This design comes from an exercise in tuning for small area on the open sky130 flow, not from production work. Where RTL was checked, it was by simulation tests only, not by an equivalence proof against the original. Power is estimated from default activity; no workload was simulated.

==> run a: inputs <==
## apb_slave_mem
module apb_slave_mem #(
    parameter logic [31:0] BASE_ADDR   = 32'h8000_0000,
    parameter int unsigned WAIT_CYCLES = 1
) (
    input  logic            clk,
    input  logic            rst,
    input  logic            psel,
    input  logic            penable,
    input  logic            pwrite,
    input  logic [31:0]     paddr,
    input  logic [31:0]     pwdata,
    output logic [31:0]     prdata,
    output logic            pready,
    output logic            pslverr,
    output logic [15:0]     xfer_cnt,
    output logic            fsm_state
);
==> module apb_slave_mem, before the edit <==
module apb_slave_mem #(
    parameter logic [31:0] BASE_ADDR   = 32'h8000_0000,
    parameter int unsigned WAIT_CYCLES = 1
) (
    input  logic            clk,
    input  logic            rst,
    input  logic            psel,
    input  logic            penable,
    input  logic            pwrite,
    input  logic [31:0]     paddr,
    input  logic [31:0]     pwdata,
    output logic [31:0]     prdata,
    output logic            pready,
    output logic            pslverr,
    output logic [15:0]     xfer_cnt,
    output logic            fsm_state
);
    localparam logic [3:0] WAIT_LD = 4'(WAIT_CYCLES);
    logic        state_q;
    logic        ready_q;
    logic        err_q;
    logic [31:0] rdata_q;
    logic [5:0]  idx_q;
    logic        hit_q;
    logic        write_q;
    logic [31:0] wdata_q;
    logic        setup, complete, wait_done, ready_nx, state_nx;
    logic        setup_hit;
    logic        rd_hit;
    logic [5:0]  rd_idx;
    logic [31:0] rd_word;
    assign setup_hit = (paddr[31:8] == BASE_ADDR[31:8]);
    assign pready    = ready_q;
    assign pslverr   = err_q;
    assign prdata    = rdata_q;
    assign fsm_state = state_q;
    assign setup    = !state_q && psel && !penable;
    assign complete = state_q && psel && ready_q && penable;
    generate
        if (WAIT_LD > 4'd1) begin : g_wait
            logic [3:0] cnt_q;
            always_ff @(posedge clk) begin
                if (rst) cnt_q <= '0;
                else if (setup) cnt_q <= WAIT_LD;
                else if (state_q && (!psel || (!ready_q && cnt_q <= 4'd1))) cnt_q <= '0;
                else if (state_q && !ready_q) cnt_q <= cnt_q - 4'd1;
            end
            assign wait_done = (cnt_q <= 4'd1);
        end else begin : g_nowait
            assign wait_done = 1'b1;
        end
    endgenerate
    always_comb begin
        if (rst) begin
            state_nx = 1'b0;
            ready_nx = 1'b0;
        end else if (!state_q) begin
            state_nx = psel && !penable;
            ready_nx = (WAIT_LD == 4'd0) && psel && !penable;
        end else begin
            state_nx = psel && !(ready_q && penable);
            ready_nx = psel && !(ready_q && penable) && (ready_q || wait_done);
        end
    end
    assign rd_idx = (WAIT_LD == 4'd0 && !state_q) ? paddr[7:2] : idx_q;
    assign rd_hit = (WAIT_LD == 4'd0 && !state_q) ? (setup_hit && !pwrite) : (hit_q && !write_q);
    always_ff @(posedge clk) begin
        if (rst) begin
            state_q  <= 1'b0;
            xfer_cnt <= '0;
        end else begin
            state_q  <= state_nx;
            if (complete) xfer_cnt <= xfer_cnt + 16'd1;
        end
        ready_q <= ready_nx;
        err_q   <= ready_nx && !((WAIT_LD == 4'd0 && !state_q) ? setup_hit : hit_q);
        rdata_q <= rd_word;
        if (!state_q) begin
            idx_q   <= paddr[7:2];
            hit_q   <= setup_hit;
            write_q <= pwrite;
            wdata_q <= pwdata;
        end
    end
    logic        mem_we;
    logic [31:0] mem_wd;
    logic [31:0] rows [64];
    assign mem_we = complete && write_q && hit_q;
    assign mem_wd = rst ? 32'd0 : wdata_q;
    genvar gi;
    generate
        for (gi = 0; gi < 64; gi++) begin : g_row
            logic        en;
            logic [31:0] q, q_nx;
            assign en = rst || (mem_we && idx_q == 6'(gi));
            apb_slave_mem_wsel u_wsel (.keep(!en), .load(en), .q(q), .d(mem_wd), .nx(q_nx));
            always_ff @(posedge clk) q <= q_nx;
            assign rows[gi] = q;
        end
    endgenerate
    logic        rd_en;
    logic [7:0]  sel_lo, sel_hi;
    logic [63:0] rd_sel;
    logic [2047:0] rows_flat;
    assign rd_en = ready_nx && rd_hit;
    always_comb begin
        for (int k = 0; k < 8; k++) begin
            sel_lo[k] = (rd_idx[2:0] == 3'(k));
            sel_hi[k] = (rd_idx[5:3] == 3'(k)) && rd_en;
        end
        for (int r = 0; r < 64; r++) begin
            rd_sel[r] = sel_lo[r % 8] && sel_hi[r / 8];
            rows_flat[r*32 +: 32] = rows[r];
        end
    end
    apb_slave_mem_rmux u_rmux (.sel(rd_sel), .rows(rows_flat), .word(rd_word));
endmodule
==> module apb_slave_mem_wsel, before the edit <==
module apb_slave_mem_wsel (
    input  logic        keep,
    input  logic        load,
    input  logic [31:0] q,
    input  logic [31:0] d,
    output logic [31:0] nx
);
    assign nx = (q & {32{keep}}) | (d & {32{load}});
endmodule
==> module apb_slave_mem_rmux, before the edit <==
module apb_slave_mem_rmux (
    input  logic [63:0]   sel,
    input  logic [2047:0] rows,
    output logic [31:0]   word
);
    genvar b, r;
    generate
        for (b = 0; b < 32; b++) begin : g_col
            logic [63:0] q;
            for (r = 0; r < 64; r++) begin : g_bit
                assign q[r] = rows[r*32 + b];
            end
            apb_slave_mem_rcol u_col (.sel(sel), .q(q), .y(word[b]));
        end
    endgenerate
endmodule
==> module apb_slave_mem_rcol, before the edit <==
module apb_slave_mem_rcol (
    input  logic [63:0] sel,
    input  logic [63:0] q,
    output logic        y
);
    logic [21:0] t;
    genvar g;
    generate
        for (g = 0; g < 21; g++) begin : g_grp
            apb_slave_mem_aoi3 u_aoi (.s(sel[3*g +: 3]), .q(q[3*g +: 3]), .y(t[g]));
        end
    endgenerate
    assign t[21] = !(sel[63] && q[63]);
    assign y = !(&t);
endmodule
==> module apb_slave_mem_aoi3, before the edit <==
module apb_slave_mem_aoi3 (
    input  logic [2:0] s,
    input  logic [2:0] q,
    output logic       y
);
    assign y = !((s[0] && q[0]) || (s[1] && q[1]) || (s[2] && q[2]));
endmodule
clock: 5.0 ns
lec_check: 0
cap_margin: 20
core_margin: 2
core_utilization: 60
slew_margin: 20
synth_hierarchical: 1
standard.sh (not shown) runs the stock make flow with config.mk's settings and CLKGATE_MAP_FILE= SYNTH_SCRIPT=/design/flow/synth_recipe.tcl, a recipe that flattens the netlist after the stock synthesis.
==> flow/flow/run.sh <==
#!/bin/bash
# Own layout flow: the standard ORFS flow (standard.sh), with
#  - clock tree synthesis without dummy loads and with larger sink clusters,
#  - the smallest buffer on the input and output ports.
# Every tool's output goes to flow_*.log in this folder (ORFS's own per-step logs stay under orfs/logs).
set -euo pipefail
export CTS_ARGS="-sink_clustering_enable -repair_clock_nets -dont_use_dummy_load -sink_clustering_size 30 -sink_clustering_max_diameter 60 -buf_list sky130_fd_sc_hd__clkbuf_16"
export BUFFER_PORTS_ARGS="-buffer_cell sky130_fd_sc_hd__buf_1"
bash standard.sh > flow_standard.log 2>&1
==> inputs of run b, as changes to run a <==
--- a/flow/design.v
+++ b/flow/design.v
@@ -18,2 +18,3 @@
     localparam logic [3:0] WAIT_LD = 4'(WAIT_CYCLES);
+    localparam int unsigned SP = (WAIT_LD == 4'd0) ? 1 : 3;
     logic        state_q;
@@ -22,3 +23,2 @@
     logic [31:0] rdata_q;
-    logic [5:0]  idx_q;
     logic        hit_q;
@@ -26,6 +26,16 @@
     logic [31:0] wdata_q;
-    logic        setup, complete, wait_done, ready_nx, state_nx;
+    logic [5:0]  rot_q;     
+    logic [5:0]  pos_q;     
+    logic [31:0] pdata_q;   
+    logic        w1_q;      
+    logic        w2_q;      
+    logic        w3_q;      
+    logic [5:0]  lpos_q;    
+    logic        fwd_q;     
+    logic        clr1_q;    
+    logic        clr2_q;    
+    logic        setup, complete, commit, wait_done, ready_nx, state_nx;
     logic        setup_hit;
     logic        rd_hit;
-    logic [5:0]  rd_idx;
+    logic [5:0]  rd_pos;
     logic [31:0] rd_word;
@@ -38,2 +48,3 @@
     assign complete = state_q && psel && ready_q && penable;
+    assign commit   = complete && write_q && hit_q;
     generate
@@ -64,4 +75,17 @@
     end
-    assign rd_idx = (WAIT_LD == 4'd0 && !state_q) ? paddr[7:2] : idx_q;
+    assign rd_pos = (WAIT_LD == 4'd0 && !state_q) ? paddr[7:2] + rot_q : pos_q;
     assign rd_hit = (WAIT_LD == 4'd0 && !state_q) ? (setup_hit && !pwrite) : (hit_q && !write_q);
+    logic [1:0] dly [64];
+    always_comb begin
+        for (int p = 0; p < 64; p++) begin
+            dly[p] = 2'd0;
+            for (int d = 2; d >= 0; d--) begin
+                if ((((p + 1 + d) % 64) % SP) == 0) dly[p] = 2'(d);
+            end
+        end
+    end
+    logic [1:0] cdly;
+    logic [5:0] pos_nx;
+    assign cdly   = dly[pos_q];
+    assign pos_nx = paddr[7:2] + rot_q + 6'd1;
     always_ff @(posedge clk) begin
@@ -70,2 +94,3 @@
             xfer_cnt <= '0;
+            rot_q    <= '0;
         end else begin
@@ -73,2 +98,3 @@
             if (complete) xfer_cnt <= xfer_cnt + 16'd1;
+            rot_q    <= rot_q + 6'd1;
         end
@@ -77,4 +103,11 @@
         rdata_q <= rd_word;
+        clr1_q  <= rst;
+        clr2_q  <= clr1_q;
+        w1_q    <= !rst && commit && cdly == 2'd1;
+        w2_q    <= !rst && commit && cdly == 2'd2;
+        w3_q    <= !rst && w2_q;
+        pdata_q <= wdata_q;
+        if (commit) lpos_q <= pos_q + 6'd1 + 6'(cdly);
         if (!state_q) begin
-            idx_q   <= paddr[7:2];
+            pos_q   <= pos_nx;
             hit_q   <= setup_hit;
@@ -82,9 +115,16 @@
             wdata_q <= pwdata;
-        end
-    end
-    logic        mem_we;
+            fwd_q   <= w2_q && (pos_nx + 6'd1 == lpos_q);
+        end else begin
+            pos_q   <= pos_q + 6'd1;
+        end
+    end
+    logic        clear, land, fwd;
+    logic [5:0]  land_pos;
     logic [31:0] mem_wd;
     logic [31:0] rows [64];
-    assign mem_we = complete && write_q && hit_q;
-    assign mem_wd = rst ? 32'd0 : wdata_q;
+    assign clear    = rst || (SP > 1 && clr1_q) || (SP > 2 && clr2_q);
+    assign land     = (commit && cdly == 2'd0) || w1_q || w3_q;
+    assign land_pos = (w1_q || w3_q) ? lpos_q : pos_q + 6'd1;
+    assign mem_wd   = clear ? 32'd0 : (w3_q ? pdata_q : wdata_q);
+    assign fwd      = fwd_q && w3_q;
     genvar gi;
@@ -92,6 +132,12 @@
         for (gi = 0; gi < 64; gi++) begin : g_row
-            logic        en;
             logic [31:0] q, q_nx;
-            assign en = rst || (mem_we && idx_q == 6'(gi));
-            apb_slave_mem_wsel u_wsel (.keep(!en), .load(en), .q(q), .d(mem_wd), .nx(q_nx));
+            if (gi % SP == 0 || gi == 63) begin : g_port
+                logic load;
+                assign load = clear || (land && land_pos == 6'(gi));
+                for (genvar b = 0; b < 32; b++) begin : g_bit
+                    apb_slave_mem_wsel u_wsel (.keep(!load), .load(load), .q(rows[(gi + 63) % 64][b]), .d(mem_wd[b]), .nx(q_nx[b]));
+                end
+            end else begin : g_pass
+                assign q_nx = rows[(gi + 63) % 64];
+            end
             always_ff @(posedge clk) q <= q_nx;
@@ -100,41 +146,51 @@
     endgenerate
-    logic        rd_en;
-    logic [7:0]  sel_lo, sel_hi;
-    logic [63:0] rd_sel;
-    logic [2047:0] rows_flat;
-    assign rd_en = ready_nx && rd_hit;
+    logic        rd_en, rd_ring;
+    logic [7:0]  sel_lo_n, sel_hi_n;
+    logic [1023:0] rows_lo, rows_hi;
+    assign rd_en   = ready_nx && rd_hit;
+    assign rd_ring = rd_en && !fwd && !(SP == 3 && clr2_q);
     always_comb begin
         for (int k = 0; k < 8; k++) begin
-            sel_lo[k] = (rd_idx[2:0] == 3'(k));
-            sel_hi[k] = (rd_idx[5:3] == 3'(k)) && rd_en;
+            sel_lo_n[k] = !(rd_pos[2:0] == 3'(k));
+            sel_hi_n[k] = !((rd_pos[5:3] == 3'(k)) && rd_ring);
         end
         for (int r = 0; r < 64; r++) begin
-            rd_sel[r] = sel_lo[r % 8] && sel_hi[r / 8];
-            rows_flat[r*32 +: 32] = rows[r];
-        end
-    end
-    apb_slave_mem_rmux u_rmux (.sel(rd_sel), .rows(rows_flat), .word(rd_word));
+            rows_lo[r*16 +: 16] = rows[r][15:0];
+            rows_hi[r*16 +: 16] = rows[r][31:16];
+        end
+    end
+    apb_slave_mem_rmux u_rmux_lo (.sel_lo_n(sel_lo_n), .sel_hi_n(sel_hi_n), .rows(rows_lo),
+                                  .fsel(rd_en && fwd), .fdata(pdata_q[15:0]), .word(rd_word[15:0]));
+    apb_slave_mem_rmux u_rmux_hi (.sel_lo_n(sel_lo_n), .sel_hi_n(sel_hi_n), .rows(rows_hi),
+                                  .fsel(rd_en && fwd), .fdata(pdata_q[31:16]), .word(rd_word[31:16]));
 endmodule
 module apb_slave_mem_wsel (
-    input  logic        keep,
-    input  logic        load,
-    input  logic [31:0] q,
-    input  logic [31:0] d,
-    output logic [31:0] nx
-);
-    assign nx = (q & {32{keep}}) | (d & {32{load}});
+    input  logic keep,
+    input  logic load,
+    input  logic q,
+    input  logic d,
+    output logic nx
+);
+    assign nx = (q && keep) || (d && load);
 endmodule
 module apb_slave_mem_rmux (
-    input  logic [63:0]   sel,
-    input  logic [2047:0] rows,
-    output logic [31:0]   word
-);
+    input  logic [7:0]    sel_lo_n,
+    input  logic [7:0]    sel_hi_n,
+    input  logic [1023:0] rows,
+    input  logic          fsel,
+    input  logic [15:0]   fdata,
+    output logic [15:0]   word
+);
+    logic [63:0] sel;
     genvar b, r;
     generate
-        for (b = 0; b < 32; b++) begin : g_col
+        for (r = 0; r < 64; r++) begin : g_sel
+            assign sel[r] = !(sel_lo_n[r % 8] || sel_hi_n[r / 8]);
+        end
+        for (b = 0; b < 16; b++) begin : g_col
             logic [63:0] q;
             for (r = 0; r < 64; r++) begin : g_bit
-                assign q[r] = rows[r*32 + b];
-            end
-            apb_slave_mem_rcol u_col (.sel(sel), .q(q), .y(word[b]));
+                assign q[r] = rows[r*16 + b];
+            end
+            apb_slave_mem_rcol u_col (.sel(sel), .q(q), .fsel(fsel), .fq(fdata[b]), .y(word[b]));
         end
@@ -145,2 +201,4 @@
     input  logic [63:0] q,
+    input  logic        fsel,
+    input  logic        fq,
     output logic        y
@@ -154,3 +212,3 @@
     endgenerate
-    assign t[21] = !(sel[63] && q[63]);
+    assign t[21] = !((sel[63] && q[63]) || (fsel && fq));
     assign y = !(&t);
--- a/flow/flow/run.sh
+++ b/flow/flow/run.sh
@@ -6,3 +6,3 @@
 set -euo pipefail
-export CTS_ARGS="-sink_clustering_enable -repair_clock_nets -dont_use_dummy_load -sink_clustering_size 30 -sink_clustering_max_diameter 60 -buf_list sky130_fd_sc_hd__clkbuf_16"
+export CTS_ARGS="-sink_clustering_enable -repair_clock_nets -dont_use_dummy_load -sink_clustering_size 28 -sink_clustering_max_diameter 120 -buf_list sky130_fd_sc_hd__clkbuf_16"
 export BUFFER_PORTS_ARGS="-buffer_cell sky130_fd_sc_hd__buf_1"
==> inputs of run c, as changes to run a <==
--- a/flow/design.v
+++ b/flow/design.v
@@ -76,3 +76,3 @@
         err_q   <= ready_nx && !((WAIT_LD == 4'd0 && !state_q) ? setup_hit : hit_q);
-        rdata_q <= rd_word;
+        rdata_q <= (ready_nx && rd_hit) ? rd_word : '0;
         if (!state_q) begin
@@ -93,6 +93,5 @@
             logic        en;
-            logic [31:0] q, q_nx;
+            logic [31:0] q;
             assign en = rst || (mem_we && idx_q == 6'(gi));
-            apb_slave_mem_wsel u_wsel (.keep(!en), .load(en), .q(q), .d(mem_wd), .nx(q_nx));
-            always_ff @(posedge clk) q <= q_nx;
+            always_ff @(posedge clk) q <= q ^ ({32{en}} & (q ^ mem_wd));
             assign rows[gi] = q;
@@ -100,65 +99,8 @@
     endgenerate
-    logic        rd_en;
-    logic [7:0]  sel_lo, sel_hi;
     logic [63:0] rd_sel;
-    logic [2047:0] rows_flat;
-    assign rd_en = ready_nx && rd_hit;
     always_comb begin
-        for (int k = 0; k < 8; k++) begin
-            sel_lo[k] = (rd_idx[2:0] == 3'(k));
-            sel_hi[k] = (rd_idx[5:3] == 3'(k)) && rd_en;
-        end
-        for (int r = 0; r < 64; r++) begin
-            rd_sel[r] = sel_lo[r % 8] && sel_hi[r / 8];
-            rows_flat[r*32 +: 32] = rows[r];
-        end
+        for (int r = 0; r < 64; r++) rd_sel[r] = (rd_idx == 6'(r));
+        rd_word = '0;
+        for (int r = 0; r < 64; r++) rd_word = rd_word | (rows[r] & {32{rd_sel[r]}});
     end
-    apb_slave_mem_rmux u_rmux (.sel(rd_sel), .rows(rows_flat), .word(rd_word));
 endmodule
-module apb_slave_mem_wsel (
-    input  logic        keep,
-    input  logic        load,
-    input  logic [31:0] q,
-    input  logic [31:0] d,
-    output logic [31:0] nx
-);
-    assign nx = (q & {32{keep}}) | (d & {32{load}});
-endmodule
-module apb_slave_mem_rmux (
-    input  logic [63:0]   sel,
-    input  logic [2047:0] rows,
-    output logic [31:0]   word
-);
-    genvar b, r;
-    generate
-        for (b = 0; b < 32; b++) begin : g_col
-            logic [63:0] q;
-            for (r = 0; r < 64; r++) begin : g_bit
-                assign q[r] = rows[r*32 + b];
-            end
-            apb_slave_mem_rcol u_col (.sel(sel), .q(q), .y(word[b]));
-        end
-    endgenerate
-endmodule
-module apb_slave_mem_rcol (
-    input  logic [63:0] sel,
-    input  logic [63:0] q,
-    output logic        y
-);
-    logic [21:0] t;
-    genvar g;
-    generate
-        for (g = 0; g < 21; g++) begin : g_grp
-            apb_slave_mem_aoi3 u_aoi (.s(sel[3*g +: 3]), .q(q[3*g +: 3]), .y(t[g]));
-        end
-    endgenerate
-    assign t[21] = !(sel[63] && q[63]);
-    assign y = !(&t);
-endmodule
-module apb_slave_mem_aoi3 (
-    input  logic [2:0] s,
-    input  logic [2:0] q,
-    output logic       y
-);
-    assign y = !((s[0] && q[0]) || (s[1] && q[1]) || (s[2] && q[2]));
-endmodule
==> flow/run.sh (new file) <==
#!/bin/bash
# synth_recipe.tcl (not shown) runs the flow's synth.tcl, then flattens the netlist and writes it again
# the make line also repeats each setting of config.mk as NAME=value (left out here)
make -C /OpenROAD-flow-scripts/flow DESIGN_CONFIG=/design/flow/config.mk WORK_HOME=/design/flow/orfs CLKGATE_MAP_FILE= SYNTH_SCRIPT=/design/flow/synth_recipe.tcl finish
--- a/flow/config.mk
+++ b/flow/config.mk
@@ -9,4 +9,3 @@
 export CORE_MARGIN = 2
-export CORE_UTILIZATION = 60
+export CORE_UTILIZATION = 40
 export SLEW_MARGIN = 20
-export SYNTH_HIERARCHICAL = 1
removed: flow/flow/run.sh
removed: flow/standard.sh
==> qor summary <==
Total clock buffers created by CTS: run b 88; run a 143; run c 207
Detailed route wirelength on metal2: run b 77,120 um; run a 108,200 um; run c 118,700 um
Synth Area in Adders: run b 0.3821%; run a 0.01640%; run c 0.01607%
GR Layer Usage met1: run b 52.94%; run a 57.99%; run c 34.98%
Detailed Routing Iterations Pass 1: run b 10; run a 11; run c 5
Portion of netlist area occupied by mux cells: run b 0.6268%; run a 0.01476%; run c 0.7103%
Status: run b complete, no violations; run a complete, no violations; run c complete, no violations
Worst max-slew margin expressed relative to the limit: run b 25.61%; run a 14.92%; run c 14.74%
Final Worst Setup Slack: run b 0.6713 ns; run a 0.5355 ns; run c 0.6793 ns
Inverter count of the layout excluding clock inverters: run b 22; run a 2; run c 4
Worst Hold Path Cells: run b 0; run a 1; run c 1
Global-route usage over all layers: run b 33.88%; run a 39.85%; run c 26.29%
Number of cell rows: run b 118; run a 130; run c 161
Number of vias per cell after detailed routing: run b 7.016; run a 7.800; run c 6.389
Die ar.: run b 107,400 um2; run a 130,000 um2; run c 198,200 um2
Flip-flop and latch count: run b 2,189; run a 2,139; run c 2,139
Share of total power in the clock network: run b 29.3%; run a 32.4%; run c 40.3%
Nets: run b 4,956; run a 6,129; run c 4,530
Final core utilization: run b 66.79%; run a 64.55%; run c 47.13%
Fraction of met2 tracks used by global routing: run b 46.97%; run a 54.13%; run c 39.90%
No functional check of the RTL was part of run b and run c.

## what the ideal ports hide
How much do the figures lean on ideal ports? The routed layouts below were timed once more, with nothing changed but the port constraints.
Step 1 (the two cells are an assumption about what drives the block):
set clk [get_ports {clk}]
set_driving_cell -lib_cell sky130_fd_sc_hd__clkbuf_16 $clk
set_driving_cell -lib_cell sky130_fd_sc_hd__buf_2 [delete_from_list [all_inputs] $clk]
Step 2 times the ports against the registers' clock, not the clock port: input delays grow and output delays shrink by t, the midpoint of the rising clock arrivals with the driver on.
Three values: ideal, step 1, step 2; two values: the first two.
| run | shift t [ns] | setup WS [ns] | worst slew at a driven data input, ns | pins driven straight from the clock port |
|---|---|---|---|---|
| run a | 0.868 | 0.536 / 0.536 / 0.080 | 0.06 | 1 |
| run b | 0.749 | 0.671 / 0.671 / 0.213 | 0.05 | 1 |
| run c | 0.934 | 0.679 / 0.679 / 0.449 | 0.05 | 1 |
After both steps setup and hold are still met in every run listed. For run b, which loses most, drivers alone change the setup slack by 0.000 ns; drivers and shift together by -0.458 ns.
